This is an optimization exercise on Yosys and OpenROAD, whose aim is small area, not a production implementation. Only simulation tests tie the RTL to the original design; equivalence was not proved. Power and IR drop assume default switching activity.

File: flow/flow/run.sh
#!/bin/bash
# The standard layout, with two changes: ABC maps for area with its own
# script (flow/abc.script), and ports get the smallest buffer.
set -euo pipefail
here=$(pwd)
bash standard.sh SYNTH_SCRIPT="$here/flow/my_synth.tcl" \
    BUFFER_PORTS_ARGS="-buffer_cell sky130_fd_sc_hd__buf_1" finish > standard.log 2>&1
File: flow/flow/abc.script
strash
&get -n
&st
&dch
&nf -R 1000
&put
topo
stime -c
buffer -c
upsize -c
dnsize -c
File: flow/flow/my_synth.tcl
# The standard flow's synthesis, with ABC run on this folder's script instead of ORFS's
set ::my_flow_dir [file dirname [file normalize [info script]]]
proc abc {args} {
  set i [lsearch $args -script]
  if {$i >= 0} {
    lset args [expr {$i + 1}] [file join $::my_flow_dir abc.script]
  }
  yosys abc {*}$args
}
source [file join $::my_flow_dir .. synth_recipe.tcl]
File: flow/standard.sh
#!/bin/bash
# synth_recipe.tcl (not shown) runs the flow's synth.tcl, then flattens the netlist and writes it again
# the make line also repeats each setting of config.mk as NAME=value (left out here)
make -C /OpenROAD-flow-scripts/flow DESIGN_CONFIG=/design/flow/config.mk WORK_HOME=/design/flow/orfs CLKGATE_MAP_FILE= SYNTH_SCRIPT=/design/flow/synth_recipe.tcl "${@:-finish}"
File: flow/config.mk
export PLATFORM = sky130hd
export DESIGN_NAME = ex_stage
export DESIGN_NICKNAME = ex_stage
export VERILOG_FILES = /design/flow/design.v
export SDC_FILE = /design/flow/constraint.sdc
export NUM_CORES = 4
export LEC_CHECK = 0
export CAP_MARGIN = 20
export CORE_MARGIN = 2
export CORE_UTILIZATION = 60
export SLEW_MARGIN = 20
File: flow/constraint.sdc
create_clock -name core_clock -period 7.0 [get_ports {clk}]
set_input_delay 1.4000 -clock core_clock [delete_from_list [all_inputs] [get_ports {clk}]]
set_output_delay 1.4000 -clock core_clock [all_outputs]
set_load 0.01 [all_outputs]
File: flow/design.v
package rv_pkg;
    localparam int XLEN = 32;                      
    typedef enum logic [6:0] {
        OPC_OP     = 7'b0110011,
        OPC_OP_IMM = 7'b0010011,
        OPC_LUI    = 7'b0110111,
        OPC_AUIPC  = 7'b0010111,
        OPC_JAL    = 7'b1101111,
        OPC_JALR   = 7'b1100111,
        OPC_BRANCH = 7'b1100011
    } opcode_e;
    typedef enum logic [3:0] {
        ALU_ADD, ALU_SUB, ALU_SLL, ALU_SLT, ALU_SLTU, ALU_XOR,
        ALU_SRL, ALU_SRA, ALU_OR, ALU_AND, ALU_PASS_B
    } alu_op_e;
    typedef enum logic [3:0] {
        BR_NONE, BR_BEQ, BR_BNE, BR_BLT, BR_BGE, BR_BLTU, BR_BGEU, BR_JAL, BR_JALR
    } br_op_e;
    typedef enum logic [1:0] {
        WB_NONE, WB_ALU, WB_LINK
    } wb_sel_e;
    localparam logic [6:0] FUNCT7_NORM = 7'b0000000;   
    localparam logic [6:0] FUNCT7_ALT  = 7'b0100000;   
    localparam logic [2:0] F3_ADD_SUB = 3'b000;
    localparam logic [2:0] F3_SLL     = 3'b001;
    localparam logic [2:0] F3_SLT     = 3'b010;
    localparam logic [2:0] F3_SLTU    = 3'b011;
    localparam logic [2:0] F3_XOR     = 3'b100;
    localparam logic [2:0] F3_SRL_SRA = 3'b101;
    localparam logic [2:0] F3_OR      = 3'b110;
    localparam logic [2:0] F3_AND     = 3'b111;
    localparam logic [2:0] F3_BEQ  = 3'b000;           
    localparam logic [2:0] F3_BNE  = 3'b001;
    localparam logic [2:0] F3_BLT  = 3'b100;
    localparam logic [2:0] F3_BGE  = 3'b101;
    localparam logic [2:0] F3_BLTU = 3'b110;
    localparam logic [2:0] F3_BGEU = 3'b111;
endpackage
`timescale 1ns/1ps
module ex_stage
#(
    parameter int XLEN = 32
) (
    input  logic            clk,
    input  logic            rst,
    input  logic            in_valid,
    input  logic [6:0]      opcode,
    input  logic [2:0]      funct3,
    input  logic [6:0]      funct7,
    input  logic [XLEN-1:0] rs1_data,
    input  logic [XLEN-1:0] rs2_data,
    input  logic [XLEN-1:0] imm,
    input  logic [XLEN-1:0] pc,
    output logic            out_valid,
    output logic [XLEN-1:0] out_result,
    output logic            out_illegal,
    output logic            redirect_valid,
    output logic [XLEN-1:0] redirect_pc
);
    logic is_op, is_opi, is_lui, is_auipc, is_jal, is_jalr, is_br;
    logic arith, link, f7n, f7a, bad;
    assign is_op    = (opcode == 7'b0110011);
    assign is_opi   = (opcode == 7'b0010011);
    assign is_lui   = (opcode == 7'b0110111);
    assign is_auipc = (opcode == 7'b0010111);
    assign is_jal   = (opcode == 7'b1101111);
    assign is_jalr  = (opcode == 7'b1100111);
    assign is_br    = (opcode == 7'b1100011);
    assign arith    = is_op | is_opi;
    assign link     = is_jal | is_jalr;
    assign f7n      = (funct7 == 7'b0000000);
    assign f7a      = (funct7 == 7'b0100000);
    assign bad = ~(arith | is_lui | is_auipc | link | is_br)
               | (is_op  & (funct3 == 3'b000 || funct3 == 3'b101) & ~(f7n | f7a))
               | (is_opi & (funct3 == 3'b101) & ~(f7n | f7a))
               | (arith  & (funct3 == 3'b001) & ~f7n)
               | (is_br  & (funct3[2:1] == 2'b01));
    logic sel_pc, sel_rev, sel_rs1, sel_four, sel_rs2, sub;
    assign sel_pc   = opcode[2] & (opcode[6] | ~opcode[5]);
    assign sel_rev  = ~opcode[2] & ~opcode[6] & (funct3 == 3'b001);
    assign sel_rs1  = ~opcode[2] & ~sel_rev;
    assign sel_four = opcode[2] & opcode[6];
    assign sel_rs2  = ~opcode[2] & opcode[5];
    assign sub = ~opcode[2] & (opcode[6] | (~funct3[2] & (funct3[1] | (~funct3[0] & opcode[5] & funct7[5]))));
    logic [31:0] rs1_rev, a, bx;
    always_comb begin
        for (int i = 0; i < 32; i++) begin
            rs1_rev[i] = rs1_data[31-i];
        end
    end
    assign a  = (pc & {32{sel_pc}}) | (rs1_rev & {32{sel_rev}}) | (rs1_data & {32{sel_rs1}});
    logic sel_imm;
    assign sel_imm = ~sel_rs2 & ~sel_four;
    assign bx = (rs2_data & {32{sel_rs2 & ~sub}}) | (~rs2_data & {32{sel_rs2 & sub}})
              | (imm & {32{sel_imm & ~sub}}) | (~imm & {32{sel_imm & sub}})
              | {29'd0, sel_four, 2'd0};
    logic [31:0] p, g, sum;
    assign p = a ^ bx;
    assign g = a & bx;
    logic        co;
    pg_add u_add (.p(p), .g(g), .ci(sub), .s(sum), .co(co));
    logic uns, lt, eq;
    assign uns = opcode[6] ? funct3[1] : funct3[0];
    assign lt  = ~co ^ (~uns & ~p[31]);              
    assign eq  = &p;
    logic [31:0] sr, sr_rev;
    logic        fill;
    assign fill = funct3[2] & funct7[5] & a[31];
    assign sr   = 32'($signed({fill, a}) >>> bx[4:0]);    
    always_comb begin
        for (int i = 0; i < 32; i++) begin
            sr_rev[i] = sr[31-i];
        end
    end
    logic redir, keep;
    logic s_sum, s_sll, s_srl, s_lt, s_x, s_a, alu;
    assign keep  = ~bad & ~redir;
    assign alu   = keep & ~opcode[2] & ~opcode[6];
    assign s_sum = keep & (opcode[2] | (~opcode[6] & (funct3 == 3'b000)));
    assign s_sll = alu & (funct3 == 3'b001);
    assign s_lt  = alu & (funct3[2:1] == 2'b01);
    assign s_srl = alu & (funct3 == 3'b101);
    assign s_x   = alu & funct3[2] & ~funct3[0];                       
    assign s_a   = alu & funct3[2] & funct3[1];                        
    logic [31:0] res, t1;
    assign res = (sum & {32{s_sum}}) | (sr_rev & {32{s_sll}}) | (sr & {32{s_srl}})
               | (p & {32{s_x}}) | (g & {32{s_a}}) | {31'd0, lt & s_lt}
               | (t1 & {32{redir}});
    logic [31:0] tb, tsum, tgt;
    logic        taken;
    logic tjalr;
    assign tjalr = opcode[2] & ~opcode[3];
    assign tb    = tjalr ? rs1_data : pc;
    pg_add u_tgt (.p(tb ^ imm), .g(tb & imm), .ci(1'b0), .s(tsum), .co());
    assign tgt   = tsum & {31'h7fffffff, ~tjalr};
    assign taken = opcode[6] & (opcode[2] | ((funct3[2] ? lt : eq) ^ funct3[0]));
    logic        v1, ill1, tk1;
    logic [31:0] r1;
    assign redir = v1 & tk1 & ~ill1;
    always_ff @(posedge clk) begin
        v1   <= in_valid & ~rst & ~redir;
        ill1 <= bad;
        tk1  <= taken;
        r1   <= res;
        t1   <= tgt;
    end
    assign redirect_pc = r1;
    logic accept;
    assign accept = v1 & ~rst;
    always_ff @(posedge clk) begin
        out_valid      <= accept;
        out_illegal    <= accept & ill1;
        redirect_valid <= accept & tk1 & ~ill1;
        out_result     <= r1;
    end
endmodule
module pg_add #(
    parameter int N = 32
) (
    input  logic [N-1:0] p,
    input  logic [N-1:0] g,
    input  logic         ci,
    output logic [N-1:0] s,
    output logic         co
);
    logic [N-1:0] gg, pp;
    always_comb begin
        gg = g;
        pp = p;
        gg[0] = g[0] | (p[0] & ci);
        for (int l = 0; (1 << l) < N; l++) begin
            for (int i = (2 << l) - 1; i < N; i += (2 << l)) begin
                gg[i] = gg[i] | (pp[i] & gg[i - (1 << l)]);
                pp[i] = pp[i] & pp[i - (1 << l)];
            end
        end
        for (int l = 4; l >= 0; l--) begin
            for (int i = 3 * (1 << l) - 1; i < N; i += (2 << l)) begin
                gg[i] = gg[i] | (pp[i] & gg[i - (1 << l)]);
                pp[i] = pp[i] & pp[i - (1 << l)];
            end
        end
        s  = p ^ {gg[N-2:0], ci};
        co = gg[N-1];
    end
endmodule
==> flow_metrics.py, run 1 <==
metrics = {
    "yosys": {
        "synth_top_area_cell": "dfxtp_1",
        "yosys_warnings": 2,
        "synth_edf_count": 0,
        "ys.flop_type": "dfxtp_1",
        "async_reset_ff_share_pct": 0,
        "synth_top_area_share_pct": 22.83,
        "syn-num-nets": 1350,
        "avgSynthCellArea_um2": 8.071,
        "synthesis.instances": 1108,
        "synth-seq-area-share_pct": 22.83,
        "ys_ff_latch": 102,
        "synth_area_leaders": "dfxtp_1 (23%), ha_1 (8.5%), fa_1 (7.4%)",
        "yosysUniqueCellTypes": 60,
        "synth_area_um2": 8942,
    },
    "placed_design": {
        "dp_hpwl_um": 23520,
        "place_inst": 1472,
        "place_congestion": 0.9822,
        "place_area_um2": 10030,
        "port_buffers": 214,
    },
    "detailed_routing": {
        "routed_wl_um": 29570,
        "post_drt_wl_per_cell_um": 19.86,
        "drc_errors": 0,
        "drt-vias-per-instance": 6.301,
        "drt-initial-drc-count": 1335,
        "drt-pass1-iter-count": 10,
        "vias": 9382,
        "antenna_left": 0,
    },
    "sta": {
        "slew_headroom_pct": 20.64,
        "setup_viol": 0,
        "finalClockSkew_ns": 0.01429,
        "tightest_slew_ns": 1.190,
        "finalSetupTns_ns": 0,
        "slew_violations": 0,
        "rsz0062_at_grt": "no",
        "finalCritPeriodShare_pct": 94.59,
        "min_period_ns": 6.621,
        "final_hold_viol_count": 0,
        "fmax_mhz": 151.0,
        "hold_ws_ns": 0.3444,
    },
    "cells_and_area": {
        "final_cell_count_no_fill": 1489,
        "syn2layout_area_growth_pct": 15.64,
        "stdcell_area_um2": 10340,
        "antenna_cells": 0,
        "fill_cells": 1218,
        "drive_above_1_share_pct": 9.042,
        "nets": 1542,
    },
    "critical_path": {
        "cp_max_fo": 3,
        "path_class": "in2reg",
        "critPathCaptureType": "flop",
        "cp-start-kind": "input pin",
        "worst-path-buf-inv": 5,
        "slowest_stage": "fa_1",
        "critical_path_arrival_ns": 6.84,
        "worstPathRequired_ns": 7.22,
        "slowest_delay_ns": 0.54,
        "cpLargestDelayFamily": "compound AO/OA/AOI/OAI gates",
    },
    "die": {
        "num_rows": 44,
        "core_area_um2": 14530,
        "io_pins": 215,
        "die_area_um2": 15900,
        "start_util_pct": 61.53,
        "dieHeight_um": 126.1,
        "chipWidth_um": 126.1,
    },
    "global_routing": {
        "grt_max_degree": 64,
        "grt_pass1_vias": 8543,
        "track_usage_pct": 36.79,
        "grt_pass1_wl_um": 46110,
        "grt_overflow": 0,
        "antenna_found_initial": 0,
    },
    "power_and_ir_drop": {
        "finalPower_uw": 2079,
        "peakVddDrop_mv": 0.1291,
        "leakage_uw": 0.004316,
        "power_density_nw_per_um2": 201.0,
    },
    "clocking": {
        "clkLatencyLatePin_ns": 0.36,
        "clk_pin_slew_ns": 0.07,
        "cts_tree": "yes",
        "clock-sinks": 102,
        "numCtsBuffers": 9,
        "hold_buffers": 0,
        "cts_root_buf": "clkbuf_16",
        "clk_path_buf_depth": 2,
        "htree_levels": 3,
    },
    "flow_run": {
        "maxCapViolations": 0,
    },
    "outcome": {
        "status": "complete, no violations",
    },
    "hold_path": {
        "hp-class": "reg2reg",
    },
}
path summary, 6_finish.rpt:
check | slack (ns) | cells after the start | start | to
min | 0.34 | 0 | r1[2] | out_result[2]
max | 0.38 | 29 | funct3[1] | r1[30]
max reg2reg | 3.93 | 9 | v1 | r1[17]
min reg2reg | 0.34 | 0 | r1[2] | out_result[2]
synth_stat cells (2+ instances only):
| master | n |
|---|---|
| a222oi_1 | 29 |
| xnor2_1 | 24 |
| fa_1 | 33 |
| a221o_1 | 11 |
| o21bai_1 | 14 |
| and2_1 | 4 |
| o211ai_1 | 7 |
| buf_4 | 2 |
| o21a_2 | 2 |
| nand3_1 | 3 |
| dfxtp_1 | 102 |
| a21oi_2 | 3 |
| a21oi_1 | 50 |
| mux2_2 | 30 |
| ha_1 | 61 |
| buf_1 | 7 |
| mux2i_1 | 57 |
| o21a_1 | 11 |
| nand4_1 | 7 |
| o21ai_1 | 14 |
| nor3_1 | 4 |
| o21ai_0 | 117 |
| a211oi_1 | 17 |
| a2111oi_4 | 2 |
| inv_2 | 2 |
| o221ai_1 | 4 |
| a22oi_1 | 16 |
| nand2_1 | 98 |
| inv_1 | 83 |
| a211oi_2 | 5 |
| buf_2 | 8 |
| xor2_1 | 9 |
| a21o_1 | 4 |
| nand2b_1 | 5 |
| a221oi_1 | 40 |
| nor2b_1 | 2 |
| and3_1 | 3 |
| o22ai_1 | 12 |
| nor4_1 | 3 |
| clkbuf_1 | 56 |
| a31oi_1 | 2 |
| nor2_1 | 126 |
| o21ai_2 | 2 |
per-stage QoR:
stage	setup slack [ns]	util [%]
floorplan	0.1380	-
CTS	0.4385	70.99
global route	0.04324	71.15
finish	0.3787	71.15
global placement	0.2222	68.98
detailed placement	0.1155	68.98
sequential cells by signal, indices dropped and copies added (netlist names):
register and flops:
out_result 32, v1 1, redirect_valid 1, tk1 1, out_illegal 1, t1 32
r1 32, out_valid 1, ill1 1
report_power, final:
part / internal, uW / switching, uW
Sequential: 642 / 29.5
Clock: 249 / 240
Combinational: 347 / 571
cells in the final DEF (no fill, tap or decap), types with 4 or more instances in the layout:
cell type and instances:
a211oi_1 17, a211oi_2 5, a21o_1 4, a21oi_1 50
a221o_1 11, a221oi_1 40, a222oi_1 29, a22oi_1 16
and2_1 4, buf_1 214, buf_4 39, clkbuf_16 9
dfxtp_1 102, fa_1 33, ha_1 61, inv_1 83
mux2_2 30, mux2i_1 57, nand2_1 98, nand2b_1 5
nand4_1 7, nor2_1 122, nor3_1 4, o211ai_1 7
o21a_1 11, o21ai_0 116, o21ai_1 12, o21ai_2 4
o21bai_1 14, o221ai_1 4, o22ai_1 12, xnor2_1 24
xor2_1 9
cell families after synthesis:
kind of cell | synth area share (%)
buffers and inverters | 6.884
AOI/OAI and AO/OA | 28.66
and+or+nand+nor | 12.31
xor gates and xnor gates | 3.232
muxes | 10.16
DFF | 22.83
adders and majority gates | 15.92
layer usage:
layer	track usage, %	up-vias	share of wire [%]
met5	0	-	0
met4	9.114	0	1.9
met3	10.24	43	13
met2	55.66	620	43
met1	52.13	4303	43
li1	-	4416	-
final cells by class:
class | instances | area [um2] | share of cell area, %
inverters | 85 | 319.1 | 3.085
repair buffers | 255 | 1131 | 10.94
flip-flops and latches | 102 | 2042 | 19.75
clock buffers | 9 | 225.2 | 2.178
well taps | 184 | 230.2 | 2.226
clock inverters | 7 | 66.31 | 0.6413
multi-input cells | 847 | 6327 | 61.19
repair_timing:
action,CTS,global route
buffers inserted,0,0
setup endpoints to repair,0,2
resized for setup,0,2
worst reg2reg max path, stage by stage, from the launching register on:
cell and delay, ns:
dfxtp_1 0.33, nand2_1 0.10, nor2_4 0.72, nor4_1 0.18, and3_1 0.56, buf_4 0.38, a222oi_1 0.29, o21ai_0 0.18
nor2_1 0.13, o21ai_0 0.09
==> inputs of run 2 (changes only) <==
==> flow/flow/run.sh (replaced) <==
#!/bin/bash
# The standard layout, with these changes:
#  - ABC maps with this folder's script (flow/abc.script, via flow/my_synth.tcl);
#  - full and half adder cells are left out, so ABC maps those gates itself;
#  - ports get the smallest buffer (buf_1).
set -euo pipefail
here=$(pwd)
cat > "$here/my_config.mk" <<EOF
include $here/config.mk
export DONT_USE_CELLS += $(cat "$here/flow/dont_use.txt")
EOF
bash standard.sh DESIGN_CONFIG="$here/my_config.mk" SYNTH_SCRIPT="$here/flow/my_synth.tcl" \
    BUFFER_PORTS_ARGS="-buffer_cell sky130_fd_sc_hd__buf_1" finish > standard.log 2>&1
==> flow/flow/dont_use.txt (new file) <==
sky130_fd_sc_hd__fa_1 sky130_fd_sc_hd__fa_2 sky130_fd_sc_hd__fa_4 sky130_fd_sc_hd__ha_1 sky130_fd_sc_hd__ha_2 sky130_fd_sc_hd__ha_4
==> flow_metrics.py, run 2 <==
metrics = {
    "outcome": {
        "status": "complete, no violations",
    },
    "yosys": {
        "synth_area_um2": 8792,
        "synthesis.instances": 1260,
        "yosysMostFrequentCell": "nand2_1",
        "synth_top_area_cell": "dfxtp_1",
        "synthTopCellsByCount": "nand2_1 (179), nor2_1 (173), o21ai_0 (145)",
        "yosys_warnings": 2,
        "ys.flop_type": "dfxtp_1",
        "async_reset_ff_share_pct": 0,
        "avgSynthCellArea_um2": 6.978,
        "synth_area_leaders": "dfxtp_1 (23%), o21ai_0 (8.3%), nand2_1 (7.6%)",
        "ys_ff_latch": 102,
        "synth_top_area_share_pct": 23.22,
        "yosysUniqueCellTypes": 65,
        "synth_edf_count": 0,
        "synth-seq-area-share_pct": 23.22,
        "syn-num-nets": 1408,
    },
    "clocking": {
        "htree_levels": 3,
        "clk_path_buf_depth": 2,
        "clkLatencyLatePin_ns": 0.36,
        "post_cts_buffers": 0,
        "cts.repair.resized": 0,
        "numCtsBuffers": 9,
        "clock-sinks": 102,
        "cts_tree": "yes",
        "clk_pin_slew_ns": 0.08,
        "cts_root_buf": "clkbuf_16",
        "hold_buffers": 0,
    },
    "power_and_ir_drop": {
        "leakage_uw": 0.004052,
        "switching_share_pct": 41.55,
        "internal_power_uw": 1216,
        "power_frac_seq_pct": 32.7,
        "power_density_nw_per_um2": 206.0,
        "netSwitchingPower_uw": 864.6,
        "p_clk_share_pct": 22.9,
        "peakVddDrop_mv": 0.1356,
        "combPwrFrac_pct": 44.4,
    },
    "sta": {
        "final_hold_viol_count": 0,
        "rsz0062_at_grt": "no",
        "min_period_ns": 6.228,
        "tightest_slew_ns": 1.137,
        "finalSetupTns_ns": 0,
        "fmax_mhz": 160.6,
        "setup_viol": 0,
        "slew_headroom_pct": 24.19,
        "slew_violations": 0,
        "finalCritPeriodShare_pct": 88.96,
        "finalClockSkew_ns": 0.01492,
    },
    "cells_and_area": {
        "drive_above_1_share_pct": 6.980,
        "nets": 1590,
        "fill_cells": 1330,
        "antenna_cells": 0,
        "regArea_um2": 2042,
        "stdcell_area_um2": 10100,
        "syn2layout_area_growth_pct": 14.89,
        "reg_top3": "out_result: 32 flops, r1: 32 flops, t1: 32 flops",
        "final_cell_mix": "buf_1 (214), nand2_1 (179), nor2_1 (169)",
        "layout_commonest_cell": "buf_1",
        "multiInputGateArea_um2": 6337,
    },
    "critical_path": {
        "critPathCaptureType": "flop",
        "cp_max_fo": 8,
        "worstPathRequired_ns": 7.22,
        "critical_path_arrival_ns": 6.44,
        "slowest_stage": "maj3_1",
        "slowest_delay_ns": 0.39,
        "cp-start-kind": "input pin",
        "path_class": "in2reg",
        "crit_top_cell": "nand2_1",
    },
    "die": {
        "die_area_um2": 15640,
        "io_pins": 215,
        "start_util_pct": 60.96,
        "chipWidth_um": 125.1,
        "core_area_um2": 14420,
        "dieHeight_um": 125.1,
        "num_rows": 44,
    },
    "detailed_routing": {
        "antenna_left": 0,
        "drt-vias-per-instance": 6.291,
        "routed_wl_um": 31090,
        "drt-pass1-iter-count": 10,
        "vias": 10260,
        "drc_errors": 0,
        "drt-initial-drc-count": 1834,
        "post_drt_wl_per_cell_um": 19.06,
    },
    "placed_design": {
        "dp_hpwl_um": 24430,
        "port_buffers": 214,
        "place_area_um2": 9813,
        "place_congestion": 1.054,
    },
    "global_routing": {
        "antenna_found_initial": 0,
        "grt_overflow": 0,
        "track_usage_pct": 38.73,
        "grt_pass1_wl_um": 48670,
        "grt_pass1_vias": 9102,
        "grt_max_degree": 63,
    },
    "hold_path": {
        "hp-class": "reg2reg",
    },
    "flow_run": {
        "maxCapViolations": 0,
    },
}
[run 2: cells by family (layout without fill, tap and decap cells)]
group | count (synthesis) | in the layout | synth area share, %
flip-flops | 102 | 102 | 23.22
AND/OR/NAND/NOR | 444 | 444 | 21.57
adder cells (fa/ha/maj) | 13 | 13 | 1.537
buffers and inverters | 123 | 310 | 5.308
multiplexers | 75 | 75 | 8.695
AO/OA/AOI/OAI | 392 | 392 | 28.52
XOR/XNOR | 111 | 111 | 11.14
[run 2: layer usage]
metal | track usage, % | routed length (um) | vias up
met5 | 0 | 0 | -
met4 | 9.739 | 742 | 0
met2 | 55.82 | 12500 | 741
met1 | 58.26 | 13120 | 4628
met3 | 8.772 | 4738 | 66
li1 | - | - | 4825
[run 2: final timing paths]
path              startpoint             end  slack [ns]  depth (start not counted)
setup / recovery   funct3[0]          r1[31]        0.77                         33
hold / removal        r1[12]  out_result[12]        0.35                          0
hold reg to reg       r1[12]  out_result[12]        0.35                          0
setup reg to reg          v1           r1[1]        4.17                          9
[run 2: critical path, delay by kind of cell]
kind                     cells  cell delay (ns)
AO/OA/AOI/OAI               10             1.42
XOR/XNOR                     2             0.35
adder cells (fa/ha/maj)      1             0.39
buffers and inverters        4             0.69
AND/OR/NAND/NOR             16             2.19
[run 2: power by group through the flow]
stage	clock network [uW]	logic, uW	registers, uW
detailed placement	0	884	687
finish	477	924	680
floorplan	0	625	671
CTS	480	888	674
global route	507	994	679
global placement	0	877	687
[run 2: through the flow]
step	worst slack [ns]	instances	utilization [%]	hold WS (ns)	power, uW
after floorplan	0.9185	1260	-	0.3817	1296
after global placement	0.5245	1615	68.03	0.3303	1564
after detailed placement	0.4312	1615	68.03	0.3340	1572
after CTS	0.8000	1631	69.99	0.3491	2043
after global routing	0.3744	1631	70.03	0.3548	2180
final	0.7725	1631	70.03	0.3485	2081
[run 2: area by class of cell]
cell class	count	area share [%]
Tap cell	184	2.279
Inverter	52	1.932
Multi-Input combinational cell	1035	62.74
Sequential cell	102	20.22
Clock buffer	10	2.267
Timing Repair Buffer	242	10.03
Clock inverter	6	0.5326
==> inputs of run 3 (changes only) <==
--- a/flow/flow/run.sh
+++ b/flow/flow/run.sh
@@ -3,3 +3,3 @@
 #  - ABC maps with this folder's script (flow/abc.script, via flow/my_synth.tcl);
-#  - full and half adder cells are left out, so ABC maps those gates itself;
+#  - full adder cells are left out, so ABC maps those gates itself;
 #  - ports get the smallest buffer (buf_1).
==> flow/flow/dont_use.txt (replaced) <==
sky130_fd_sc_hd__fa_1 sky130_fd_sc_hd__fa_2 sky130_fd_sc_hd__fa_4
--- a/flow/config.mk
+++ b/flow/config.mk
@@ -10,2 +10,3 @@
 export CORE_UTILIZATION = 60
+export CTS_CLUSTER_SIZE = 30
 export SLEW_MARGIN = 20
==> flow_metrics.py, run 3 <==
metrics = {
    "outcome": {
        "status": "complete, no violations",
    },
    "global_routing": {
        "grt_overflow": 0,
        "grt_pass1_vias": 8619,
        "grt_pass1_wl_um": 46070,
        "track_usage_pct": 37.08,
        "grt_max_degree": 46,
        "antenna_found_initial": 0,
    },
    "yosys": {
        "synth_top_area_cell": "dfxtp_1",
        "synth_xor_area_share_pct": 3.327,
        "yosysUniqueCellTypes": 62,
        "ys.flop_type": "dfxtp_1",
        "synthAdderAreaFrac_pct": 13.83,
        "synth.mux.area_fraction_pct": 9.895,
        "synth-seq-area-share_pct": 23.51,
        "synthesis.instances": 1109,
        "synth_top_area_share_pct": 23.51,
        "async_reset_ff_share_pct": 0,
        "ys_ff_latch": 102,
        "syn-num-nets": 1353,
        "synth_area_um2": 8687,
        "synth_area_leaders": "dfxtp_1 (24%), ha_1 (14%), nand2_1 (6.9%)",
        "synth_compound_area_share_pct": 28.04,
        "avgSynthCellArea_um2": 7.833,
        "synthTopCellsByCount": "nand2_1 (160), nor2_1 (140), o21ai_0 (117)",
        "yosysMostFrequentCell": "nand2_1",
        "synth_edf_count": 0,
        "yosys_warnings": 2,
        "synth_top_family_by_area": "compound AO/OA/AOI/OAI gates",
        "yosys.area_share.simple_pct": 16.89,
    },
    "critical_path": {
        "worstPathRequired_ns": 7.21,
        "slowest_stage": "a221oi_4",
        "cp_max_fo": 4,
        "crit_top_cell": "ha_1",
        "r2r_setup_slack_ns": 4.64,
        "slowest_delay_ns": 0.38,
        "regToRegEndpoint": "r1[10]",
        "cp-start-kind": "input pin",
        "path_class": "in2reg",
        "critPathCaptureType": "flop",
        "rr_startpoint": "v1",
        "critical_path_arrival_ns": 6.73,
        "rr_worst_depth": 8,
    },
    "die": {
        "die_area_um2": 15460,
        "io_pins": 215,
        "core_area_um2": 13990,
        "chipWidth_um": 124.3,
        "start_util_pct": 62.10,
        "dieHeight_um": 124.3,
        "num_rows": 43,
    },
    "placed_design": {
        "dp_hpwl_um": 22960,
        "place_congestion": 0.9637,
        "port_buffers": 214,
    },
    "sta": {
        "slew_violations": 0,
        "final_hold_viol_count": 0,
        "finalSetupTns_ns": 0,
        "tightest_slew_ns": 1.020,
        "fmax_mhz": 153.4,
        "finalClockSkew_ns": 0.01494,
        "min_period_ns": 6.520,
        "rsz0062_at_grt": "no",
        "slew_headroom_pct": 31.82,
        "finalCritPeriodShare_pct": 93.15,
        "setup_viol": 0,
    },
    "hold_path": {
        "hold_path_depth": 0,
        "worstHoldStart": "r1[8]",
        "hp-class": "reg2reg",
        "holdPathEnd": "out_result[8]",
    },
    "power_and_ir_drop": {
        "leakage_uw": 0.004163,
        "power_density_nw_per_um2": 209.2,
        "peakVddDrop_mv": 0.1150,
    },
    "cells_and_area": {
        "drive_above_1_share_pct": 7.817,
        "layout_commonest_cell": "buf_1",
        "antenna_cells": 0,
        "nets": 1531,
        "final_cell_mix": "buf_1 (214), nand2_1 (160), nor2_1 (135)",
        "reg_top3": "out_result: 32 flops, r1: 32 flops, t1: 32 flops",
        "syn2layout_area_growth_pct": 14.14,
        "final_util_pct": 70.89,
        "fill_cells": 1211,
    },
    "clocking": {
        "cts_root_buf": "clkbuf_16",
        "clkLatencyLatePin_ns": 0.37,
        "cts.repair.resized": 0,
        "clk_pin_slew_ns": 0.07,
        "clock-sinks": 102,
        "numCtsBuffers": 9,
        "clk_path_buf_depth": 2,
        "post_cts_buffers": 0,
        "hold_buffers": 0,
        "cts_tree": "yes",
        "htree_levels": 3,
    },
    "detailed_routing": {
        "drt-initial-drc-count": 1676,
        "drc_errors": 0,
        "routed_wl_um": 29660,
        "wl_met2_um": 11990,
        "post_drt_wl_per_cell_um": 20.15,
        "wl_met3_um": 4443,
        "met1Wirelength_um": 12570,
        "vias": 9523,
        "drt-vias-per-instance": 6.469,
        "drt-pass1-iter-count": 9,
        "antenna_left": 0,
        "top_layer": "met4",
    },
    "flow_run": {
        "maxCapViolations": 0,
    },
}
## run 3: cell types whose count changed in the layout (fill, tap and decap cells not counted), moves of 27 or more
| cell | previous run | this run |
|---|---|---|
| ha_1 | 0 | 96 |
| xnor2_1 | 76 | 33 |
| nor2_1 | 169 | 135 |
| xor2_1 | 34 | 0 |
| inv_1 | 51 | 18 |
| a211oi_1 | 35 | 6 |
| o211a_1 | 0 | 29 |
| o21ai_0 | 144 | 117 |
## run 3: worst max-delay path: cells and delay by family
family | cells | cell delay [ns]
buffers and inverters | 3 | 0.29
and+or+nand+nor | 11 | 1.36
adders and majority gates | 4 | 0.91
xor gates and xnor gates | 1 | 0.07
AOI/OAI and AO/OA | 13 | 2.68
## run 3: metrics by stage
stage / cell area, um2 / setup WS (ns) / hold slack, ns / total power (uW) / cells
floorplan: 8687 / 0.3660 / 0.3817 / 1273 / 1109
global placement: 9624 / 0.2487 / 0.3329 / 1531 / 1456
detailed placement: 9624 / 0.1722 / 0.3336 / 1541 / 1456
CTS: 9915 / 0.5362 / 0.3495 / 2044 / 1472
global route: 9916 / 0.1641 / 0.3555 / 2187 / 1472
finish: 9916 / 0.4797 / 0.3478 / 2075 / 1472
## run 3: layout make-up
type                       count  area, um2  share of cell area (%)
multi-input combinational    914       6289                   63.42
sequential                   102       2042                   20.59
timing repair buffer         239      991.0                   9.994
clock buffer                   9      225.2                   2.271
tap                          180      225.2                   2.271
inverter                      21      78.83                  0.7950
clock inverter                 7      65.06                  0.6562
## run 3: how the worst max path moves through the flow
stage,startpoint,end,slack (ns),cells after the start
2_1_floorplan,opcode[6],r1[31],0.37,28
3_3_place_gp,funct3[0],r1[31],0.25,32
3_5_place_dp,funct3[0],r1[31],0.17,32
4_1_cts,funct3[0],r1[31],0.54,32
5_1_grt,funct3[1],r1[31],0.16,31
6_report,funct3[0],r1[31],0.48,32
## run 3: kinds of logic after synthesis
logic type | after synthesis
adder cells (fa/ha/maj) | 96
AO/OA/AOI/OAI | 350
AND/OR/NAND/NOR | 353
XOR/XNOR | 33
flip-flops | 102
multiplexers | 82
buffers and inverters | 93
## run 3: power breakdown
group	switching (uW)	internal [uW]
logic	562	329
registers	34.3	643
clock network	256	250
## run 3: routing by layer
metal / track usage [%] / vias up
li1: - / 4479
met1: 54.42 / 4305
met2: 52.46 / 695
met3: 11.13 / 44
met4: 9.980 / 0
met5: 0 / -
==> inputs of run 4 (changes only) <==
--- a/flow/config.mk
+++ b/flow/config.mk
@@ -10,3 +10,2 @@
 export CORE_UTILIZATION = 60
-export CTS_CLUSTER_SIZE = 30
 export SLEW_MARGIN = 20
==> flow_metrics.py, run 4 <==
metrics = {
    "sta": {
        "rsz0062_at_grt": "no",
        "final_hold_viol_count": 0,
        "min_period_ns": 6.520,
        "finalCritPeriodShare_pct": 93.15,
        "fmax_mhz": 153.4,
        "finalClockSkew_ns": 0.01494,
        "hold_ws_ns": 0.3478,
        "tightest_slew_ns": 1.020,
        "slew_headroom_pct": 31.82,
        "setup_viol": 0,
        "finalSetupTns_ns": 0,
        "slew_violations": 0,
    },
    "cells_and_area": {
        "nets": 1531,
        "stdcell_area_um2": 9916,
        "syn2layout_area_growth_pct": 14.14,
        "drive_above_1_share_pct": 7.817,
        "antenna_cells": 0,
        "reg_top3": "out_result: 32 flops, r1: 32 flops, t1: 32 flops",
        "final_cell_mix": "buf_1 (214), nand2_1 (160), nor2_1 (135)",
        "layout_commonest_cell": "buf_1",
        "final_cell_count_no_fill": 1472,
    },
    "die": {
        "start_util_pct": 62.10,
        "io_pins": 215,
        "die_area_um2": 15460,
        "chipWidth_um": 124.3,
        "dieHeight_um": 124.3,
        "num_rows": 43,
        "core_area_um2": 13990,
    },
    "clocking": {
        "clk_pin_slew_ns": 0.07,
        "htree_levels": 3,
        "clock-sinks": 102,
        "cts.repair.resized": 0,
        "cts_root_buf": "clkbuf_16",
        "clk_path_buf_depth": 2,
        "clkLatencyLatePin_ns": 0.37,
        "cts_tree": "yes",
        "hold_buffers": 0,
        "numCtsBuffers": 9,
        "post_cts_buffers": 0,
    },
    "detailed_routing": {
        "drc_errors": 0,
        "vias": 9523,
        "routed_wl_um": 29660,
        "antenna_left": 0,
        "drt-vias-per-instance": 6.469,
        "drt-pass1-iter-count": 9,
        "post_drt_wl_per_cell_um": 20.15,
        "drt-initial-drc-count": 1676,
    },
    "yosys": {
        "syn-num-nets": 1353,
        "synth_area_um2": 8687,
        "synth_edf_count": 0,
        "ys.flop_type": "dfxtp_1",
        "synthesis.instances": 1109,
        "synth-seq-area-share_pct": 23.51,
        "ys_ff_latch": 102,
        "synth_area_leaders": "dfxtp_1 (24%), ha_1 (14%), nand2_1 (6.9%)",
        "avgSynthCellArea_um2": 7.833,
        "yosysUniqueCellTypes": 62,
        "yosysMostFrequentCell": "nand2_1",
        "synth_top_area_cell": "dfxtp_1",
        "synth_top_area_share_pct": 23.51,
        "async_reset_ff_share_pct": 0,
        "synthTopCellsByCount": "nand2_1 (160), nor2_1 (140), o21ai_0 (117)",
        "yosys_warnings": 2,
    },
    "global_routing": {
        "grt_overflow": 0,
        "grt_max_degree": 46,
        "track_usage_pct": 37.08,
        "antenna_found_initial": 0,
        "grt_pass1_vias": 8619,
        "grt_pass1_wl_um": 46070,
    },
    "hold_path": {
        "worstHoldStart": "r1[8]",
        "hold_path_depth": 0,
        "hp-class": "reg2reg",
        "holdPathEnd": "out_result[8]",
    },
    "placed_design": {
        "dp_hpwl_um": 22960,
        "place_inst": 1456,
        "place_congestion": 0.9637,
        "port_buffers": 214,
        "place_area_um2": 9624,
    },
    "critical_path": {
        "rr_startpoint": "v1",
        "critPathCaptureType": "flop",
        "r2r_setup_slack_ns": 4.64,
        "cp_max_fo": 4,
        "crit_top_cell": "ha_1",
        "cp-start-kind": "input pin",
        "rr_worst_depth": 8,
        "regToRegEndpoint": "r1[10]",
        "worstPathRequired_ns": 7.21,
        "path_class": "in2reg",
        "slowest_stage": "a221oi_4",
        "critical_path_arrival_ns": 6.73,
        "slowest_delay_ns": 0.38,
    },
    "flow_run": {
        "maxCapViolations": 0,
    },
    "power_and_ir_drop": {
        "peakVddDrop_mv": 0.1150,
        "leakage_uw": 0.004163,
        "power_density_nw_per_um2": 209.2,
    },
    "outcome": {
        "status": "complete, no violations",
    },
}
==> run 4: metrics by stage <==
stage | power (uW) | utilization, % | setup slack, ns
after floorplan | 1273 | - | 0.3660
after global placement | 1531 | 68.80 | 0.2487
after detailed placement | 1541 | 68.80 | 0.1722
after CTS | 2044 | 70.88 | 0.5362
after global routing | 2187 | 70.89 | 0.1641
final | 2075 | 70.89 | 0.4797
==> run 4: logic make-up after synthesis <==
group	after synthesis	share of synthesized area, %
and+or+nand+nor	353	16.89
AOI/OAI and AO/OA	350	28.04
DFF	102	23.51
adders and majority gates	96	13.83
buffers and inverters	93	4.508
muxes	82	9.895
xor gates and xnor gates	33	3.327
==> run 4: final cells by class <==
| cell class | instances | area (um2) |
|---|---|---|
| repair buffers | 239 | 991.0 |
| fillers | 1211 | 4073 |
| flip-flops and latches | 102 | 2042 |
| inverters | 21 | 78.83 |
| clock buffers | 9 | 225.2 |
| well taps | 180 | 225.2 |
| multi-input cells | 914 | 6289 |
| clock inverters | 7 | 65.06 |
==> run 4: worst max-delay path by stage <==
stage                   start      to  depth (start not counted)
detailed placement  funct3[0]  r1[31]                         32
global placement    funct3[0]  r1[31]                         32
global route        funct3[1]  r1[31]                         31
finish              funct3[0]  r1[31]                         32
CTS                 funct3[0]  r1[31]                         32
floorplan           opcode[6]  r1[31]                         28
==> run 4: routing by layer <==
layer	up-vias	global-route usage (%)	share of wire (%)
met5	-	0	0
met4	0	9.980	2.2
met3	44	11.13	15
li1	4479	-	-
met1	4305	54.42	42
met2	695	52.46	40
==> run 4: worst max-delay path, delay by kind of cell <==
| family | cells | cell delay [ns] |
|---|---|---|
| AO/OA/AOI/OAI | 13 | 2.68 |
| XOR/XNOR | 1 | 0.07 |
| AND/OR/NAND/NOR | 11 | 1.36 |
| buffers and inverters | 3 | 0.29 |
| adder cells (fa/ha/maj) | 4 | 0.91 |
==> run 4: report_power, final <==
group	total [uW]	internal [uW]	switching [uW]
Combinational	891	329	562
Clock	506	250	256
Sequential	678	643	34.3
==> inputs of run 5 (changes only) <==
==> flow/flow/abc.script (replaced) <==
strash
dch
amap
topo
stime -c
buffer -c
upsize -D {D}
dnsize -D {D}
--- a/flow/config.mk
+++ b/flow/config.mk
@@ -7,2 +7,3 @@
 export LEC_CHECK = 0
+export ABC_CLOCK_PERIOD_IN_PS = 5000
 export CAP_MARGIN = 20
==> flow_metrics.py, run 5 <==
metrics = {
    "clocking": {
        "clk_path_buf_depth": 2,
        "hold_buffers": 0,
        "cts_root_buf": "clkbuf_16",
        "numCtsBuffers": 9,
        "post_cts_buffers": 0,
        "clkLatencyLatePin_ns": 0.36,
        "clk_pin_slew_ns": 0.07,
        "cts_tree": "yes",
        "cts.repair.resized": 0,
        "clock-sinks": 102,
        "htree_levels": 3,
    },
    "cells_and_area": {
        "final_cell_count_no_fill": 1469,
        "final_cell_mix": "buf_1 (214), inv_1 (132), dfxtp_1 (102)",
        "layout_commonest_cell": "buf_1",
        "nets": 1528,
        "syn2layout_area_growth_pct": 14.06,
        "reg_top3": "out_result: 32 flops, r1: 32 flops, t1: 32 flops",
        "final_util_pct": 70.50,
        "antenna_cells": 0,
        "stdcell_area_um2": 9824,
        "fill_cells": 1213,
        "drive_above_1_share_pct": 6.517,
    },
    "detailed_routing": {
        "drt-pass1-iter-count": 11,
        "antenna_left": 0,
        "post_drt_wl_per_cell_um": 20.38,
        "drc_errors": 0,
        "drt-initial-drc-count": 1682,
        "drt-vias-per-instance": 6.659,
        "vias": 9782,
        "routed_wl_um": 29930,
    },
    "placed_design": {
        "dp_hpwl_um": 23340,
        "port_buffers": 214,
        "place_congestion": 1.017,
        "place_inst": 1452,
        "place_area_um2": 9518,
    },
    "critical_path": {
        "rr_startpoint": "ill1",
        "rr_worst_depth": 12,
        "critical_path_arrival_ns": 6.67,
        "path_depth": 30,
        "critPathCaptureType": "flop",
        "cp-start-kind": "input pin",
        "crit_top_cell": "inv_2",
        "worstSetupStartpoint": "opcode[2]",
        "r2r_setup_slack_ns": 3.62,
        "cpLargestDelayFamily": "compound AO/OA/AOI/OAI gates",
        "worst-path-buf-inv": 6,
        "worstPathRequired_ns": 7.21,
        "slowest_stage": "buf_1",
        "cp_max_fo": 7,
        "path_class": "in2reg",
        "regToRegEndpoint": "r1[2]",
        "slowest_delay_ns": 0.37,
    },
    "sta": {
        "final_hold_viol_count": 0,
        "finalCritPeriodShare_pct": 92.16,
        "rsz0062_at_grt": "no",
        "tightest_slew_ns": 0.9746,
        "min_period_ns": 6.452,
        "hold_ws_ns": 0.3469,
        "finalClockSkew_ns": 0.01147,
        "setup_viol": 0,
        "slew_headroom_pct": 35.03,
        "fmax_mhz": 155.0,
        "slew_violations": 0,
        "finalSetupTns_ns": 0,
    },
    "die": {
        "dieHeight_um": 123.8,
        "start_util_pct": 61.81,
        "core_area_um2": 13930,
        "die_area_um2": 15330,
        "num_rows": 43,
        "chipWidth_um": 123.8,
        "io_pins": 215,
    },
    "yosys": {
        "synth_area_um2": 8613,
        "syn-num-nets": 1358,
        "synth_area_leaders": "dfxtp_1 (24%), ha_1 (14%), o22a_1 (7.7%)",
        "ys.flop_type": "dfxtp_1",
        "ys_ff_latch": 102,
        "synthesis.instances": 1114,
        "synth-seq-area-share_pct": 23.71,
        "async_reset_ff_share_pct": 0,
        "synth_top_area_cell": "dfxtp_1",
        "synthTopCellsByCount": "inv_1 (132), dfxtp_1 (102), ha_1 (96)",
        "yosysUniqueCellTypes": 59,
        "synth_edf_count": 0,
        "yosys_warnings": 2,
        "yosysMostFrequentCell": "inv_1",
        "synth_top_area_share_pct": 23.71,
        "avgSynthCellArea_um2": 7.732,
    },
    "outcome": {
        "status": "complete, no violations",
    },
    "flow_run": {
        "maxCapViolations": 0,
    },
    "global_routing": {
        "grt_pass1_vias": 8562,
        "grt_max_degree": 35,
        "antenna_found_initial": 0,
        "grt_overflow": 0,
        "grt_pass1_wl_um": 45310,
        "track_usage_pct": 38.54,
    },
    "power_and_ir_drop": {
        "leakage_uw": 0.004089,
        "power_density_nw_per_um2": 209.4,
        "peakVddDrop_mv": 0.1337,
    },
    "hold_path": {
        "hp-class": "reg2reg",
        "hold_path_depth": 0,
        "holdPathEnd": "out_result[6]",
        "worstHoldStart": "r1[6]",
    },
}
[run 5: worst max path at each step]
stage                  end
floorplan           r1[29]
global placement    r1[31]
detailed placement  r1[31]
CTS                 r1[29]
global route        r1[31]
finish              r1[31]
[run 5: power by group]
part / total [uW] / leakage (uW) / internal (uW) / switching [uW]
Clock: 496 / 0.000143 / 252 / 244
Sequential: 666 / 0.000836 / 638 / 28.5
Combinational: 895 / 0.00311 / 329 / 566
Total: 2060 / 0.00409 / 1220 / 838
[run 5: per-layer routing]
metal	vias to the layer above	part of all wire, %	global-route usage [%]
li1	4591	-	-
met1	4379	41	56.56
met2	758	41	56.15
met3	54	16	9.524
met4	0	2.0	9.517
met5	-	0	0
[run 5: area by class of cell]
| cell class | instances | area, um2 | area share, % |
|---|---|---|---|
| Clock buffer | 10 | 229.0 | 2.331 |
| Clock inverter | 6 | 62.56 | 0.6368 |
| Inverter | 146 | 548.0 | 5.578 |
| Multi-Input combinational cell | 790 | 5749 | 58.52 |
| Sequential cell | 102 | 2042 | 20.78 |
| Tap cell | 180 | 225.2 | 2.292 |
| Timing Repair Buffer | 235 | 968.4 | 9.857 |
[run 5: cell families after synthesis]
group	after synthesis	share of synthesized area (%)
AOI/OAI and AO/OA	512	43.09
buffers and inverters	222	9.776
and+or+nand+nor	181	9.384
DFF	102	23.71
adders and majority gates	96	13.95
xor gates and xnor gates	1	0.1017
[run 5: stage by stage]
stage / total power, uW / worst slack (ns)
3_3_place_gp: 1519 / 0.3485
4_1_cts: 2022 / 0.5739
2_1_floorplan: 1270 / 0.6646
6_report: 2057 / 0.5485
5_1_grt: 2169 / 0.1395
3_5_place_dp: 1526 / 0.2032
==> inputs of run 6 (changes only) <==
--- a/flow/flow/run.sh
+++ b/flow/flow/run.sh
@@ -4,3 +4,4 @@
 #  - full adder cells are left out, so ABC maps those gates itself;
-#  - ports get the smallest buffer (buf_1).
+#  - ports get the smallest buffer (buf_1);
+#  - CTS adds no dummy loads to balance the clock tree.
 set -euo pipefail
@@ -12,2 +13,3 @@
 bash standard.sh DESIGN_CONFIG="$here/my_config.mk" SYNTH_SCRIPT="$here/flow/my_synth.tcl" \
-    BUFFER_PORTS_ARGS="-buffer_cell sky130_fd_sc_hd__buf_1" finish > standard.log 2>&1
+    BUFFER_PORTS_ARGS="-buffer_cell sky130_fd_sc_hd__buf_1" \
+    CTS_ARGS="-sink_clustering_enable -repair_clock_nets -dont_use_dummy_load" finish > standard.log 2>&1
==> flow/flow/abc.script (replaced) <==
strash
&get -n
&st
&dch
&nf -R 1000
&put
topo
stime -c
buffer -c
upsize -c
dnsize -c
--- a/flow/config.mk
+++ b/flow/config.mk
@@ -7,3 +7,2 @@
 export LEC_CHECK = 0
-export ABC_CLOCK_PERIOD_IN_PS = 5000
 export CAP_MARGIN = 20
==> flow_metrics.py, run 6 <==
metrics = {
    "outcome": {
        "status": "complete, no violations",
    },
    "die": {
        "chipWidth_um": 124.3,
        "dieHeight_um": 124.3,
        "io_pins": 215,
        "die_area_um2": 15460,
        "num_rows": 43,
        "start_util_pct": 62.10,
        "core_area_um2": 13990,
    },
    "global_routing": {
        "grt_pass1_wl_um": 45810,
        "antenna_found_initial": 0,
        "use_met1_pct": 55.23,
        "gr-usage-met3_pct": 8.720,
        "track_usage_pct": 36.79,
        "busiest_layer": "met1",
        "met2_usage_pct": 52.46,
        "grt_overflow": 0,
        "grt_max_degree": 46,
        "grt_pass1_vias": 8540,
    },
    "clocking": {
        "clkLatencyLatePin_ns": 0.36,
        "cts_tree": "yes",
        "post_cts_buffers": 0,
        "clk_pin_slew_ns": 0.07,
        "clk_path_buf_depth": 2,
        "clock-sinks": 102,
        "numCtsBuffers": 9,
        "hold_buffers": 0,
        "cts_root_buf": "clkbuf_16",
        "htree_levels": 3,
        "cts.repair.resized": 0,
    },
    "critical_path": {
        "path_class": "in2reg",
        "worst-path-buf-inv": 3,
        "cp_max_fo": 4,
        "critical_path_arrival_ns": 6.76,
        "slowest_stage": "a221oi_4",
        "cp-start-kind": "input pin",
        "crit_top_cell": "ha_1",
        "worstSetupStartpoint": "funct3[0]",
        "rr_startpoint": "v1",
        "worstPathRequired_ns": 7.21,
        "slowest_delay_ns": 0.40,
        "cpLargestDelayFamily": "compound AO/OA/AOI/OAI gates",
        "critPathCaptureType": "flop",
    },
    "yosys": {
        "ys.flop_type": "dfxtp_1",
        "yosys_warnings": 2,
        "synth_edf_count": 0,
        "synth_top_area_share_pct": 23.51,
        "yosysMostFrequentCell": "nand2_1",
        "avgSynthCellArea_um2": 7.833,
        "synthesis.instances": 1109,
        "synthTopCellsByCount": "nand2_1 (160), nor2_1 (140), o21ai_0 (117)",
        "syn-num-nets": 1353,
        "async_reset_ff_share_pct": 0,
        "synth-seq-area-share_pct": 23.51,
        "synth_top_area_cell": "dfxtp_1",
        "yosysUniqueCellTypes": 62,
        "synth_area_leaders": "dfxtp_1 (24%), ha_1 (14%), nand2_1 (6.9%)",
        "synth_area_um2": 8687,
        "ys_ff_latch": 102,
    },
    "placed_design": {
        "port_buffers": 214,
        "place_area_um2": 9624,
        "place_congestion": 0.9637,
        "dp_hpwl_um": 22960,
    },
    "sta": {
        "rsz0062_at_grt": "no",
        "finalClockSkew_ns": 0.01697,
        "slew_headroom_pct": 33.14,
        "slew_violations": 0,
        "min_period_ns": 6.555,
        "finalCritPeriodShare_pct": 93.64,
        "finalSetupTns_ns": 0,
        "fmax_mhz": 152.6,
        "tightest_slew_ns": 1.001,
        "setup_viol": 0,
        "final_hold_viol_count": 0,
    },
    "cells_and_area": {
        "multiInputGateArea_um2": 6289,
        "antenna_cells": 0,
        "syn2layout_area_growth_pct": 13.39,
        "fill_cells": 1223,
        "layout_commonest_cell": "buf_1",
        "regArea_um2": 2042,
        "final_cell_mix": "buf_1 (214), nand2_1 (160), nor2_1 (135)",
        "nets": 1531,
        "stdcell_area_um2": 9851,
        "reg_top3": "out_result: 32 flops, r1: 32 flops, t1: 32 flops",
        "drive_above_1_share_pct": 7.315,
    },
    "detailed_routing": {
        "routed_wl_um": 29580,
        "post_drt_wl_per_cell_um": 20.19,
        "drc_errors": 0,
        "antenna_left": 0,
        "drt-initial-drc-count": 1586,
        "drt-pass1-iter-count": 14,
        "vias": 9491,
        "drt-vias-per-instance": 6.478,
    },
    "power_and_ir_drop": {
        "switching_share_pct": 40.16,
        "combPwrFrac_pct": 44.4,
        "power_density_nw_per_um2": 203.6,
        "power_frac_seq_pct": 33.8,
        "internal_power_uw": 1200,
        "netSwitchingPower_uw": 805.5,
        "peakVddDrop_mv": 0.1153,
        "p_clk_share_pct": 21.8,
        "leakage_uw": 0.004130,
    },
    "hold_path": {
        "hp-class": "reg2reg",
        "worstHoldStart": "r1[10]",
    },
    "flow_run": {
        "maxCapViolations": 0,
    },
}
## run 6: logic make-up (layout without fill, tap and decap cells)
group           Yosys count  count (layout)  synth area share, %
fa+ha+maj                96              96                13.83
xor+xnor                 33              33                3.327
mux                      82              82                9.895
simple gates            353             353                16.89
buf+inv                  93             269                4.508
flops                   102             102                23.51
compound gates          350             350                28.04
## run 6: power groups by stage
stage	logic [uW]	registers, uW	clock network, uW
floorplan	600	673	0
global placement	845	686	0
detailed placement	854	687	0
CTS	861	674	439
global route	974	678	460
finish	891	678	436
## run 6: worst paths after layout
check,endpoint,slack [ns],depth (start not counted)
worst max-delay path,r1[31],0.44,32
worst min-delay path,out_result[10],0.34,0
worst max register to register,r1[8],4.60,8
worst min register to register,out_result[10],0.34,0
## run 6: worst reg2reg max path, delay by kind of cell, from the launching register on
family,cells,cell delay [ns]
AO/OA/AOI/OAI,3,0.94
AND/OR/NAND/NOR,3,0.29
flip-flops,1,0.32
buffers and inverters,2,0.67
## run 6: stage by stage
step,worst slack (ns),hold slack (ns),std cells,utilization (%),power (uW)
6_report,0.4449,0.3393,1465,70.42,2005
5_1_grt,0.1495,0.3428,1465,70.42,2112
3_5_place_dp,0.1722,0.3336,1456,68.80,1541
4_1_cts,0.5229,0.3418,1465,70.41,1974
2_1_floorplan,0.3660,0.3817,1109,-,1273
3_3_place_gp,0.2487,0.3329,1456,68.80,1531
## run 6: area by class of cell
cell class | count | area share [%]
multi-input combinational | 914 | 63.84
sequential | 102 | 20.73
timing repair buffer | 239 | 10.06
clock buffer | 9 | 2.286
tap | 180 | 2.286
inverter | 21 | 0.8002
## run 6: layer usage
layer / vias up / wire length [um]
met5: - / 0
met1: 4313 / 12970
met4: 0 / 741
met3: 56 / 3970
li1: 4460 / -
met2: 662 / 11900
==> inputs of run 7 (changes only) <==
--- a/flow/design.v
+++ b/flow/design.v
@@ -105,9 +105,29 @@
     assign eq  = &p;
-    logic [31:0] sr, sr_rev;
+    logic [31:0] sr_lo, sr_hi, sr_lo_rev, sr_hi_rev;
     logic        fill;
     assign fill = funct3[2] & funct7[5] & a[31];
-    assign sr   = 32'($signed({fill, a}) >>> bx[4:0]);    
-    always_comb begin
-        for (int i = 0; i < 32; i++) begin
-            sr_rev[i] = sr[31-i];
+    always_comb begin
+        logic [31:0] x, z;
+        logic [3:0] d, e;
+        for (int k = 0; k < 4; k++) begin
+            d[k] = (bx[1:0] == k);
+            e[k] = (bx[3:2] == k);
+        end
+        for (int i = 0; i < 32; i++) begin
+            x[i] = 1'b0;
+            for (int k = 0; k < 4; k++) x[i] = x[i] | (d[k] & ((i + k < 32) ? a[i + k] : fill));
+        end
+        for (int i = 0; i < 32; i++) begin
+            z[i] = 1'b0;
+            for (int k = 0; k < 4; k++) z[i] = z[i] | (e[k] & ((i + 4*k < 32) ? x[i + 4*k] : fill));
+        end
+        for (int i = 0; i < 32; i++) begin
+            sr_lo[i] = z[i];
+            sr_hi[i] = (i + 16 < 32) ? z[i + 16] : fill;
+        end
+    end
+    always_comb begin
+        for (int i = 0; i < 32; i++) begin
+            sr_lo_rev[i] = sr_lo[31-i];
+            sr_hi_rev[i] = sr_hi[31-i];
         end
@@ -125,3 +145,5 @@
     logic [31:0] res, t1;
-    assign res = (sum & {32{s_sum}}) | (sr_rev & {32{s_sll}}) | (sr & {32{s_srl}})
+    assign res = (sum & {32{s_sum}})
+               | (sr_lo_rev & {32{s_sll & ~bx[4]}}) | (sr_hi_rev & {32{s_sll & bx[4]}})
+               | (sr_lo & {32{s_srl & ~bx[4]}}) | (sr_hi & {32{s_srl & bx[4]}})
                | (p & {32{s_x}}) | (g & {32{s_a}}) | {31'd0, lt & s_lt}
--- a/flow/config.mk
+++ b/flow/config.mk
@@ -9,3 +9,3 @@
 export CORE_MARGIN = 2
-export CORE_UTILIZATION = 60
+export CORE_UTILIZATION = 70
 export SLEW_MARGIN = 20
==> flow_metrics.py, run 7 <==
metrics = {
    "detailed_routing": {
        "post_drt_wl_per_cell_um": 22.34,
        "drt-initial-drc-count": 2454,
        "drt-vias-per-instance": 7.424,
        "drc_errors": 0,
        "antenna_left": 0,
        "drt-pass1-iter-count": 17,
        "routed_wl_um": 31730,
        "vias": 10540,
    },
    "critical_path": {
        "regToRegEndpoint": "r1[4]",
        "worstPathRequired_ns": 7.23,
        "rr_worst_depth": 10,
        "crit_end": "r1[25]",
        "critical_path_arrival_ns": 6.90,
        "r2r_setup_slack_ns": 4.16,
        "worstSetupStartpoint": "opcode[6]",
        "cp_max_fo": 6,
        "rr_startpoint": "tk1",
        "cp-start-kind": "input pin",
        "critPathCaptureType": "flop",
        "path_class": "in2reg",
    },
    "sta": {
        "finalSetupTns_ns": 0,
        "finalClockSkew_ns": 0.01674,
        "setup_viol": 0,
        "layout_setup_ws_ns": 0.3364,
        "slew_violations": 0,
        "rsz0062_at_grt": "no",
        "min_period_ns": 6.664,
        "final_hold_viol_count": 0,
        "finalCritPeriodShare_pct": 95.19,
        "tightest_slew_ns": 0.7889,
        "fmax_mhz": 150.1,
        "slew_headroom_pct": 46.85,
    },
    "yosys": {
        "synth_edf_count": 0,
        "ys_ff_latch": 102,
        "avgSynthCellArea_um2": 7.846,
        "synth_area_um2": 8528,
        "ys.flop_type": "dfxtp_1",
        "synth_top_area_cell": "dfxtp_1",
        "synth_area_leaders": "dfxtp_1 (24%), ha_1 (14%), nand2_1 (9.0%)",
        "synthesis.instances": 1087,
        "yosys_warnings": 2,
        "synth-seq-area-share_pct": 23.94,
        "synth_top_area_share_pct": 23.94,
        "syn-num-nets": 1331,
        "async_reset_ff_share_pct": 0,
        "yosysMostFrequentCell": "nand2_1",
        "synthTopCellsByCount": "nand2_1 (205), nor2_1 (115), dfxtp_1 (102)",
        "yosysUniqueCellTypes": 65,
    },
    "clocking": {
        "clk_pin_slew_ns": 0.07,
        "cts_tree": "yes",
        "numCtsBuffers": 9,
        "hold_buffers": 0,
        "clk_path_buf_depth": 2,
        "clkLatencyLatePin_ns": 0.36,
        "cts_root_buf": "clkbuf_16",
        "htree_levels": 3,
        "post_cts_buffers": 0,
        "clock-sinks": 102,
    },
    "die": {
        "core_area_um2": 11960,
        "die_area_um2": 13080,
        "chipWidth_um": 114.4,
        "dieHeight_um": 114.4,
        "io_pins": 215,
        "start_util_pct": 71.30,
        "num_rows": 40,
    },
    "placed_design": {
        "dp_hpwl_um": 24010,
        "place_ws_ns": 0.02076,
        "place_inst": 1409,
        "port_buffers": 214,
        "place_congestion": 1.091,
    },
    "cells_and_area": {
        "final_cell_count_no_fill": 1420,
        "syn2layout_area_growth_pct": 13.75,
        "reg_top3": "out_result: 32 flops, r1: 32 flops, t1: 32 flops",
        "final_cell_mix": "buf_1 (214), nand2_1 (205), nor2_1 (112)",
        "final_util_pct": 81.10,
        "nets": 1518,
        "layout_commonest_cell": "buf_1",
        "drive_above_1_share_pct": 7.783,
    },
    "power_and_ir_drop": {
        "leakage_uw": 0.004027,
        "peakVddDrop_mv": 0.1191,
        "power_density_nw_per_um2": 205.9,
        "finalPower_uw": 1997,
    },
    "hold_path": {
        "hp-class": "reg2reg",
    },
    "outcome": {
        "status": "complete, no violations",
    },
    "global_routing": {
        "grt_pass1_wl_um": 48720,
        "track_usage_pct": 47.58,
        "antenna_found_initial": 1,
        "grt_max_degree": 36,
        "grt_pass1_vias": 9233,
        "grt_overflow": 0,
    },
    "flow_run": {
        "maxCapViolations": 0,
    },
}
[run 7: cell types whose count changed in the layout (fill, tap and decap cells not counted), moves of 11 or more]
| cell | change |
|---|---|
| mux2i_1 | -50 |
| o21ai_0 | -69 |
| a22oi_1 | +13 |
| nor2_1 | -23 |
| nand3_1 | +22 |
| nand2_1 | +45 |
| a222oi_1 | +39 |
| o211a_1 | -27 |
| a221oi_1 | +11 |
| a21boi_1 | +11 |
[run 7: area by class of cell]
| class | instances | area [um2] |
|---|---|---|
| timing repair buffer | 245 | 1036 |
| tap | 147 | 183.9 |
| multi-input combinational | 904 | 6166 |
| fill | 843 | 2261 |
| inverter | 12 | 45.04 |
| antenna | 1 | 2.502 |
| clock buffer | 9 | 225.2 |
| sequential | 102 | 2042 |
[run 7: worst min path at each step]
stage | from | end | depth (start not counted) | slack, ns
3_3_place_gp | r1[9] | out_result[9] | 0 | 0.33
6_report | r1[18] | out_result[18] | 0 | 0.35
5_1_grt | r1[27] | out_result[27] | 0 | 0.35
4_1_cts | r1[2] | out_result[2] | 0 | 0.35
3_5_place_dp | r1[18] | out_result[18] | 0 | 0.34
2_1_floorplan | r1[0] | out_result[0] | 0 | 0.38
[run 7: stage by stage]
stage / hold slack (ns) / cell area (um2)
2_1_floorplan: 0.3817 / 8528
3_3_place_gp: 0.3318 / 9450
3_5_place_dp: 0.3374 / 9450
4_1_cts: 0.3479 / 9676
5_1_grt: 0.3477 / 9698
6_report: 0.3500 / 9701
[run 7: worst max-delay path: stages]
cell       delay (ns)
buf_1            0.31
a311oi_2         0.10
nor2_2           0.23
nor2_2           0.09
a221oi_2         0.28
o21a_2           0.20
inv_2            0.06
ha_1             0.33
ha_1             0.21
or2_2            0.29
ha_1             0.19
or2_1            0.22
a31oi_1          0.29
nor2_1           0.12
a2111oi_4        0.40
o21ai_0          0.24
a21o_1           0.26
a21oi_1          0.22
nor2_1           0.09
nor2_2           0.19
inv_1            0.07
ha_1             0.19
nor2_1           0.11
xnor2_1          0.08
a222oi_1         0.31
nand3_1          0.12
a221oi_1         0.23
nand2_1          0.09
[run 7: cell families (layout without fill, tap and decap cells)]
logic type / Yosys count / in the layout / synth area share (%)
buffers and inverters: 81 / 266 / 4.035
AND/OR/NAND/NOR: 400 / 400 / 19.69
AO/OA/AOI/OAI: 343 / 343 / 30.65
adder cells (fa/ha/maj): 96 / 96 / 14.08
flip-flops: 102 / 102 / 23.94
other: 0 / 1 / 0
multiplexers: 32 / 32 / 4.211
XOR/XNOR: 33 / 33 / 3.389
[run 7: metal layers]
layer | track usage, % | vias up | share of wire [%]
li1 | - | 4547 | -
met1 | 63.81 | 4768 | 37
met2 | 70.79 | 1043 | 41
met3 | 17.63 | 184 | 18
met4 | 15.77 | 0 | 4.3
met5 | 0 | - | 0
[run 7: timing repair]
| action | 4_1_cts | 5_1_grt |
|---|---|---|
| gates resized for setup | 0 | 2 |
| hold endpoints to repair | 0 | 0 |
| endpoints found under the setup margin | 0 | 5 |
[run 7: power breakdown]
group	total [uW]	switching (uW)	internal, uW
Combinational	880	566	313
Clock	442	214	227
Sequential	676	32.7	643
Total	2000	813	1180
==> inputs of run 8 (changes only) <==
--- a/flow/config.mk
+++ b/flow/config.mk
@@ -9,3 +9,3 @@
 export CORE_MARGIN = 2
-export CORE_UTILIZATION = 70
+export CORE_UTILIZATION = 60
 export SLEW_MARGIN = 20
==> flow_metrics.py, run 8 <==
metrics = {
    "detailed_routing": {
        "antenna_left": 0,
        "routed_wl_um": 31530,
        "drt-pass1-iter-count": 12,
        "drt-vias-per-instance": 6.834,
    },
    "sta": {
        "slew_headroom_pct": 20.57,
        "final_hold_viol_count": 0,
        "slew_violations": 0,
        "min_period_ns": 6.593,
        "tightest_slew_ns": 1.191,
        "fmax_mhz": 151.7,
        "rsz0062_at_grt": "no",
    },
    "yosys": {
        "synth_area_leaders": "dfxtp_1 (24%), ha_1 (14%), nand2_1 (9.0%)",
        "synth_compound_area_share_pct": 30.65,
        "synthAdderAreaFrac_pct": 14.08,
        "ys.flop_type": "dfxtp_1",
        "synth_top_family_by_area": "compound AO/OA/AOI/OAI gates",
        "synthesis.instances": 1087,
        "syn-num-nets": 1331,
        "synth_top_area_share_pct": 23.94,
        "yosys_warnings": 2,
        "ys_ff_latch": 102,
        "synthTopCellsByCount": "nand2_1 (205), nor2_1 (115), dfxtp_1 (102)",
        "synth_area_um2": 8528,
        "synth.mux.area_fraction_pct": 4.211,
    },
    "power_and_ir_drop": {
        "power_density_nw_per_um2": 202.4,
        "leakage_uw": 0.004018,
        "combPwrFrac_pct": 43.7,
        "peakVddDrop_mv": 0.1302,
        "netSwitchingPower_uw": 792.5,
        "internal_power_uw": 1181,
        "p_clk_share_pct": 22.0,
        "switching_share_pct": 40.16,
    },
    "critical_path": {
        "worstPathRequired_ns": 7.23,
        "critical_path_arrival_ns": 6.82,
        "critPathCaptureType": "flop",
        "slowest_stage": "a2111oi_4",
        "slowest_delay_ns": 0.36,
        "cpLargestDelayFamily": "compound AO/OA/AOI/OAI gates",
        "r2r_setup_slack_ns": 3.98,
        "worst-path-buf-inv": 3,
        "crit_top_cell": "nor2_1",
        "rr_startpoint": "tk1",
        "cp_max_fo": 4,
        "cp-start-kind": "input pin",
    },
    "clocking": {
        "hold_buffers": 0,
        "clkLatencyLatePin_ns": 0.36,
        "clk_path_buf_depth": 2,
        "cts_root_buf": "clkbuf_16",
        "cts_tree": "yes",
    },
    "placed_design": {
        "place_congestion": 1.107,
        "place_area_um2": 9492,
        "port_buffers": 214,
        "place_ws_ns": -0.05406,
    },
    "hold_path": {
        "hp-class": "reg2reg",
        "worstHoldStart": "r1[11]",
    },
    "die": {
        "num_rows": 43,
        "core_area_um2": 13880,
        "die_area_um2": 15180,
        "dieHeight_um": 123.2,
        "io_pins": 215,
    },
    "outcome": {
        "status": "complete, no violations",
    },
    "cells_and_area": {
        "stdcell_area_um2": 9748,
        "reg_top3": "out_result: 32 flops, r1: 32 flops, t1: 32 flops",
        "fill_cells": 1185,
        "final_util_pct": 70.23,
        "antenna_cells": 0,
    },
    "global_routing": {
        "grt_overflow": 0,
        "antenna_found_initial": 0,
        "grt_pass1_vias": 8620,
        "track_usage_pct": 40.64,
    },
    "flow_run": {
        "maxCapViolations": 0,
    },
}
-- run 8: cell types whose count changed in the layout (fill, tap and decap cells not counted), moves of 2 or more --
cell | previous run | this run
nor2_2 | 7 | 9
nor2_4 | 0 | 2
nor2_1 | 112 | 108
buf_4 | 31 | 29
-- run 8: layout make-up --
cell class	instances	area [um2]	share of cell area, %
Multi-Input combinational cell	904	6190	63.50
Sequential cell	102	2042	20.95
Timing Repair Buffer	243	1021	10.47
Clock buffer	9	225.2	2.310
Tap cell	180	225.2	2.310
Inverter	12	45.04	0.4621
-- run 8: repair_timing --
item | 4_1_cts | 5_1_grt
endpoints found under the setup margin | 0 | 8
resized for setup | 0 | 4
endpoints found under the hold margin | 0 | 0
-- run 8: per-layer routing --
layer	up-vias	GRT usage, %	share of wire, %
met2	853	58.04	40
li1	4532	-	-
met3	84	14.58	17
met1	4441	56.71	40
met4	0	12.78	2.9
met5	-	0	0
-- run 8: final timing paths --
| kind | end | depth (start not counted) |
|---|---|---|
| max | r1[25] | 29 |
| min | out_result[11] | 0 |
| max reg2reg | r1[22] | 11 |
| min reg2reg | out_result[11] | 0 |
-- run 8: metrics by stage --
stage	setup TNS (ns)	instances
2_1_floorplan	0	1087
3_3_place_gp	0	1441
3_5_place_dp	-0.06003	1441
4_1_cts	0	1450
5_1_grt	0	1450
6_report	0	1450
-- run 8: kinds of logic (layout without fill, tap and decap cells) --
kind of cell | count (synthesis) | count (layout)
AND/OR/NAND/NOR | 400 | 400
flip-flops | 102 | 102
adder cells (fa/ha/maj) | 96 | 96
XOR/XNOR | 33 | 33
multiplexers | 32 | 32
buffers and inverters | 81 | 264
AO/OA/AOI/OAI | 343 | 343
-- run 8: power by group through the flow --
stage                     clock network, uW  logic (uW)  registers (uW)
after floorplan                           0         565             673
after global placement                    0         800             685
after detailed placement                  0         810             686
after CTS                               433         815             673
after global routing                    453         931             678
final                                   434         862             677

==> what the ideal ports hide <==
The flow's constraints put no driver on any port. The routed layouts listed below were extracted and timed again, unchanged, in two steps. Step 1 assumes that a clkbuf_16 drives the clock port and a buf_2 every other input. Step 2 moves the port delays by t, midway between the first and last clock arrival at a register: inputs arrive t later, outputs are due t later. That takes back most of the time a late clock gives input paths. Three values: ideal ports, drivers, drivers and shift; two values: the first two.
run | t, ns | setup slack, ns | pins driven straight from the clock port
run 1 | 0.401 | 0.379 / 0.404 / 0.003 | 1
run 2 | 0.393 | 0.772 / 0.773 / 0.380 | 1
run 3 | 0.406 | 0.480 / 0.502 / 0.095 | 1
run 4 | 0.406 | 0.480 / 0.502 / 0.095 | 1
run 5 | 0.403 | 0.548 / 0.573 / 0.170 | 1
run 6 | 0.396 | 0.445 / 0.469 / 0.073 | 1
run 7 | 0.397 | 0.336 / 0.358 / -0.039 | 1
run 8 | 0.396 | 0.407 / 0.431 / 0.035 | 1
With both steps, setup timing fails in run 7, where it was met with ideal ports. The setup slack of run 2, which loses most, moves by +0.001 ns with the drivers and by -0.392 ns with both steps.
